Source: an optimization exercise on an open RTL-to-GDS flow (aim: small area). Production flows keep margins and buffers that such runs may drop.
RTL that was checked went through simulation tests only; none was proved equivalent to the original.
No activity file was given, so power comes from the tool's default toggle rates.

old:
Design decode_stage, start of the top module:
module decode_stage (
    input  logic                                 clock,
    input  logic                                 reset,
    input  logic                                 clear,
    input  logic                                 stall,
    input  logic [4*32-1:0]       instructions,
    input  logic [4*32-1:0]       pcs,
    output logic [4*5-1:0] rd,
    output logic [4*5-1:0] rs,
    output logic [4*5-1:0] rt,
    output logic [4*3-1:0]           command,
    output logic [4*6-1:0]           control_signal,
    output logic [4-1:0]             sel_imm,
    output logic [4*32-1:0]       imm,
    output logic [4*32-1:0]       target_pc,
    output logic [4*32-1:0]       out_pcs
);
For scale: about 260 flip-flops, roughly 15000 um2 of cells after synthesis.
==> module pc_adder, before the edit <==
module pc_adder (
    input  logic [29:0] a,
    input  logic [15:0] w,
    input  logic        is_branch,
    output logic [29:0] sum
);
    logic [15:0] b;   
    logic [16:0] c;   
    logic [15:0] t;   
    logic [16:0] k;   
    logic [16:0] ones;  
    logic [15:0] n;   
    for (genvar i = 0; i < 16; i++) begin : g_gate
        and2 b_i (.a(is_branch), .b(w[i]), .x(b[i]));
    end
    xnor2 s0_i (.a(a[0]), .b(b[0]), .x(sum[0]));
    or2   c1_i (.a(a[0]), .b(b[0]), .x(c[1]));
    for (genvar i = 1; i < 6; i++) begin : g_ripple
        fa fa_i (.a(a[i]), .b(b[i]), .c(c[i]), .s(sum[i]), .co(c[i+1]));
    end
    for (genvar blk = 0; blk < 2; blk++) begin : g_blk
        localparam int S = 6 + 5 * blk;
        ha ha_i (.a(a[S]), .b(b[S]), .s(t[S]), .co(k[S+1]));
        xor2 s_i (.a(t[S]), .b(c[S]), .x(sum[S]));
        assign ones[S+1] = t[S];
        for (genvar i = S + 1; i < S + 5; i++) begin : g_bit
            fa    fa_i   (.a(a[i]), .b(b[i]), .c(k[i]), .s(t[i]), .co(k[i+1]));
            and2  ones_i (.a(ones[i]), .b(t[i]), .x(ones[i+1]));
            nand2 n_i    (.a(c[S]), .b(ones[i]), .y(n[i]));
            xnor2 s_i    (.a(t[i]), .b(n[i]), .x(sum[i]));
        end
        ao21 c_i (.a1(ones[S+5]), .a2(c[S]), .b1(k[S+5]), .x(c[S+5]));
    end
    logic         x16;
    logic [28:16] e;
    logic [29:17] run;   
    logic [29:17] nflip;
    xor2 x16_i (.a(c[16]), .b(b[15]), .x(x16));
    xor2 s16_i (.a(a[16]), .b(x16), .x(sum[16]));
    for (genvar i = 16; i < 29; i++) begin : g_e
        xor2 e_i (.a(a[i]), .b(b[15]), .x(e[i]));
    end
    assign run[17] = e[16];
    for (genvar i = 18; i < 30; i++) begin : g_run
        and2 run_i (.a(run[i-1]), .b(e[i-1]), .x(run[i]));
    end
    for (genvar i = 17; i < 30; i++) begin : g_high
        nand2 nflip_i (.a(x16), .b(run[i]), .y(nflip[i]));
        xnor2 sum_i   (.a(a[i]), .b(nflip[i]), .x(sum[i]));
    end
endmodule
export LEC_CHECK = 0
export CAP_MARGIN = 0
export CORE_MARGIN = 2
export CORE_UTILIZATION = 30
export PLACE_DENSITY = 0.5
export SLEW_MARGIN = 0
export SYNTH_HIERARCHICAL = 1
create_clock -name core_clock -period 7.0 [get_ports {clock}]
standard.sh (not shown) runs the stock make flow with config.mk's settings and CLKGATE_MAP_FILE= SYNTH_SCRIPT=/design/flow/synth_recipe.tcl, a recipe that flattens the netlist after the stock synthesis.
==> flow/flow/run.sh <==
#!/bin/bash
# Standard layout, with the smallest buffer on every port and a clock tree of few, large clusters.
set -euo pipefail
bash standard.sh 'BUFFER_PORTS_ARGS=-buffer_cell sky130_fd_sc_hd__buf_1' \
  'CTS_ARGS=-sink_clustering_enable -repair_clock_nets -dont_use_dummy_load -buf_list sky130_fd_sc_hd__clkbuf_8 -sink_clustering_size 16 -sink_clustering_max_diameter 80' \
  finish > make_finish.log 2>&1
The following lists how new was set up differently from old:
--- a/flow/design.v
+++ b/flow/design.v
@@ -458,28 +458,42 @@
             and2  ones_i (.a(ones[i]), .b(t[i]), .x(ones[i+1]));
             nand2 n_i    (.a(c[S]), .b(ones[i]), .y(n[i]));
             xnor2 s_i    (.a(t[i]), .b(n[i]), .x(sum[i]));
         end
         ao21 c_i (.a1(ones[S+5]), .a2(c[S]), .b1(k[S+5]), .x(c[S+5]));
     end
-    logic         x16;
-    logic [28:16] e;
-    logic [29:17] run;   
-    logic [29:17] nflip;
-    xor2 x16_i (.a(c[16]), .b(b[15]), .x(x16));
-    xor2 s16_i (.a(a[16]), .b(x16), .x(sum[16]));
+    logic         x16, nx16;
+    logic [28:16] e;      
+    logic [29:17] run;    
+    logic [29:17] fl;     
+    xor2  x16_i  (.a(c[16]), .b(b[15]), .x(x16));
+    xnor2 nx16_i (.a(c[16]), .b(b[15]), .x(nx16));
+    xor2  s16_i  (.a(a[16]), .b(x16), .x(sum[16]));
     for (genvar i = 16; i < 29; i++) begin : g_e
-        xor2 e_i (.a(a[i]), .b(b[15]), .x(e[i]));
+        if (i % 2 == 1 || i == 16) begin : g_true
+            xor2  e_i (.a(a[i]), .b(b[15]), .x(e[i]));
+        end else begin : g_inv
+            xnor2 e_i (.a(a[i]), .b(b[15]), .x(e[i]));
+        end
     end
     assign run[17] = e[16];
     for (genvar i = 18; i < 30; i++) begin : g_run
-        and2 run_i (.a(run[i-1]), .b(e[i-1]), .x(run[i]));
+        if (i % 2 == 0) begin : g_nand
+            nand2 run_i (.a(run[i-1]), .b(e[i-1]), .y(run[i]));
+        end else begin : g_nor
+            nor2  run_i (.a(run[i-1]), .b(e[i-1]), .y(run[i]));
+        end
     end
     for (genvar i = 17; i < 30; i++) begin : g_high
-        nand2 nflip_i (.a(x16), .b(run[i]), .y(nflip[i]));
-        xnor2 sum_i   (.a(a[i]), .b(nflip[i]), .x(sum[i]));
+        if (i % 2 == 1) begin : g_odd
+            nand2 fl_i  (.a(x16), .b(run[i]), .y(fl[i]));
+            xnor2 sum_i (.a(a[i]), .b(fl[i]), .x(sum[i]));
+        end else begin : g_even
+            nor2  fl_i  (.a(nx16), .b(run[i]), .y(fl[i]));
+            xor2  sum_i (.a(a[i]), .b(fl[i]), .x(sum[i]));
+        end
     end
 endmodule
 import mips_isa_pkg::*;
 import decode_pkg::*;
 module decode_stage (
     input  logic                                 clock,
==> summary.txt <==
- old and new ended up with roughly the same synthesized cell count.
- Diff old -> new | final critical-path required period | increase of 0.043 ns
- Routed via count divided by cell count: old vs new — no meaningful difference
- Between new and old, the difference in share of final layout cell area taken by non-clock buffers is negligible.
- Number of DRC markers in iteration 0: new vs old up 311
- Looking at new and old, the post-synth net total is a wash.
For new, only the layout was checked, not whether the RTL still works.

RTL: one of the versions met above, not the one the previous note started from.
Size: roughly 1500 cells after synthesis, ~740 I/O pins.
==> module pc_adder, before the edit <==
module pc_adder (
    input  logic [29:0] a,
    input  logic [15:0] w,
    input  logic        is_branch,
    output logic [29:0] sum
);
    logic [15:0] b;   
    logic [16:0] c;   
    logic [15:0] t;   
    logic [16:0] k;   
    logic [16:0] ones;  
    logic [15:0] n;   
    for (genvar i = 0; i < 16; i++) begin : g_gate
        and2 b_i (.a(is_branch), .b(w[i]), .x(b[i]));
    end
    xnor2 s0_i (.a(a[0]), .b(b[0]), .x(sum[0]));
    or2   c1_i (.a(a[0]), .b(b[0]), .x(c[1]));
    for (genvar i = 1; i < 6; i++) begin : g_ripple
        fa fa_i (.a(a[i]), .b(b[i]), .c(c[i]), .s(sum[i]), .co(c[i+1]));
    end
    for (genvar blk = 0; blk < 2; blk++) begin : g_blk
        localparam int S = 6 + 5 * blk;
        ha ha_i (.a(a[S]), .b(b[S]), .s(t[S]), .co(k[S+1]));
        xor2 s_i (.a(t[S]), .b(c[S]), .x(sum[S]));
        assign ones[S+1] = t[S];
        for (genvar i = S + 1; i < S + 5; i++) begin : g_bit
            fa    fa_i   (.a(a[i]), .b(b[i]), .c(k[i]), .s(t[i]), .co(k[i+1]));
            and2  ones_i (.a(ones[i]), .b(t[i]), .x(ones[i+1]));
            nand2 n_i    (.a(c[S]), .b(ones[i]), .y(n[i]));
            xnor2 s_i    (.a(t[i]), .b(n[i]), .x(sum[i]));
        end
        ao21 c_i (.a1(ones[S+5]), .a2(c[S]), .b1(k[S+5]), .x(c[S+5]));
    end
    logic         x16, nx16;
    logic [28:16] e;      
    logic [29:17] run;    
    logic [29:17] fl;     
    xor2  x16_i  (.a(c[16]), .b(b[15]), .x(x16));
    xnor2 nx16_i (.a(c[16]), .b(b[15]), .x(nx16));
    xor2  s16_i  (.a(a[16]), .b(x16), .x(sum[16]));
    for (genvar i = 16; i < 29; i++) begin : g_e
        if (i % 2 == 1 || i == 16) begin : g_true
            xor2  e_i (.a(a[i]), .b(b[15]), .x(e[i]));
        end else begin : g_inv
            xnor2 e_i (.a(a[i]), .b(b[15]), .x(e[i]));
        end
    end
    assign run[17] = e[16];
    for (genvar i = 18; i < 30; i++) begin : g_run
        if (i % 2 == 0) begin : g_nand
            nand2 run_i (.a(run[i-1]), .b(e[i-1]), .y(run[i]));
        end else begin : g_nor
            nor2  run_i (.a(run[i-1]), .b(e[i-1]), .y(run[i]));
        end
    end
    for (genvar i = 17; i < 30; i++) begin : g_high
        if (i % 2 == 1) begin : g_odd
            nand2 fl_i  (.a(x16), .b(run[i]), .y(fl[i]));
            xnor2 sum_i (.a(a[i]), .b(fl[i]), .x(sum[i]));
        end else begin : g_even
            nor2  fl_i  (.a(nx16), .b(run[i]), .y(fl[i]));
            xor2  sum_i (.a(a[i]), .b(fl[i]), .x(sum[i]));
        end
    end
endmodule
Settings: LEC_CHECK=0, CAP_MARGIN=20, CORE_MARGIN=2, CORE_UTILIZATION=30, PLACE_DENSITY=0.5, SLEW_MARGIN=20, SYNTH_HIERARCHICAL=1; clock period 7.0 ns.
==> flow/flow/run.sh <==
#!/bin/bash
# Standard layout, with the smallest buffer on every port and a clock tree of few, large clusters.
set -euo pipefail
bash standard.sh 'BUFFER_PORTS_ARGS=-buffer_cell sky130_fd_sc_hd__buf_1' \
  'CTS_ARGS=-sink_clustering_enable -repair_clock_nets -dont_use_dummy_load -buf_list sky130_fd_sc_hd__clkbuf_16 -sink_clustering_size 24 -sink_clustering_max_diameter 120' \
  finish > make_finish.log 2>&1
Then changed:
--- a/flow/design.v
+++ b/flow/design.v
@@ -460,38 +460,24 @@
             xnor2 s_i    (.a(t[i]), .b(n[i]), .x(sum[i]));
         end
         ao21 c_i (.a1(ones[S+5]), .a2(c[S]), .b1(k[S+5]), .x(c[S+5]));
     end
-    logic         x16, nx16;
-    logic [28:16] e;      
-    logic [29:17] run;    
-    logic [29:17] fl;     
-    xor2  x16_i  (.a(c[16]), .b(b[15]), .x(x16));
-    xnor2 nx16_i (.a(c[16]), .b(b[15]), .x(nx16));
-    xor2  s16_i  (.a(a[16]), .b(x16), .x(sum[16]));
+    logic         x16;
+    logic [28:16] e;
+    logic [29:17] run;   
+    logic [29:17] nflip;
+    xor2 x16_i (.a(c[16]), .b(b[15]), .x(x16));
+    xor2 s16_i (.a(a[16]), .b(x16), .x(sum[16]));
     for (genvar i = 16; i < 29; i++) begin : g_e
-        if (i % 2 == 1 || i == 16) begin : g_true
-            xor2  e_i (.a(a[i]), .b(b[15]), .x(e[i]));
-        end else begin : g_inv
-            xnor2 e_i (.a(a[i]), .b(b[15]), .x(e[i]));
-        end
+        xor2 e_i (.a(a[i]), .b(b[15]), .x(e[i]));
     end
     assign run[17] = e[16];
     for (genvar i = 18; i < 30; i++) begin : g_run
-        if (i % 2 == 0) begin : g_nand
-            nand2 run_i (.a(run[i-1]), .b(e[i-1]), .y(run[i]));
-        end else begin : g_nor
-            nor2  run_i (.a(run[i-1]), .b(e[i-1]), .y(run[i]));
-        end
+        and2 run_i (.a(run[i-1]), .b(e[i-1]), .x(run[i]));
     end
     for (genvar i = 17; i < 30; i++) begin : g_high
-        if (i % 2 == 1) begin : g_odd
-            nand2 fl_i  (.a(x16), .b(run[i]), .y(fl[i]));
-            xnor2 sum_i (.a(a[i]), .b(fl[i]), .x(sum[i]));
-        end else begin : g_even
-            nor2  fl_i  (.a(nx16), .b(run[i]), .y(fl[i]));
-            xor2  sum_i (.a(a[i]), .b(fl[i]), .x(sum[i]));
-        end
+        nand2 nflip_i (.a(x16), .b(run[i]), .y(nflip[i]));
+        xnor2 sum_i   (.a(a[i]), .b(nflip[i]), .x(sum[i]));
     end
 endmodule
 import mips_isa_pkg::*;
 import decode_pkg::*;
First-iteration DRC count shrinks by a few percent.
Routed wire length grows slightly.
Non-clock buffer count shrinks by 4.
Total power grows slightly.
Setup slack gets better by 0.027 ns.
Core utilization shrinks by 0.26 points.
For the first run of this note, only the layout was checked, not whether the RTL still works.

static timing again, ports no longer ideal:
The flow's constraints put no driver on any port. The routed layouts listed below were extracted and timed again, unchanged, in two steps. Step 1 assumes that a clkbuf_16 drives the clock port and a buf_2 every other input. Step 2 times the ports against the registers' clock, not the clock port: input delays grow and output delays shrink by t, the midpoint of the rising clock arrivals with the driver on. Three values: no drivers, after step 1, after step 2; two values: the first two.
| run | shift t [ns] | slack for setup (ns) | hold WS [ns] |
|---|---|---|---|
| old | 0.639 | 0.250 / 0.203 / 0.842 | 0.508 / 0.508 / 0.508 |
| new | 0.663 | 0.207 / 0.155 / 0.818 | 0.510 / 0.510 / 0.510 |
| the first run of note 2 | 0.557 | 0.190 / 0.138 / 0.695 | 0.516 / 0.516 / 0.516 |
| the second run of note 2 | 0.556 | 0.217 / 0.165 / 0.721 | 0.516 / 0.516 / 0.516 |
After both steps setup and hold are still met in every run listed.
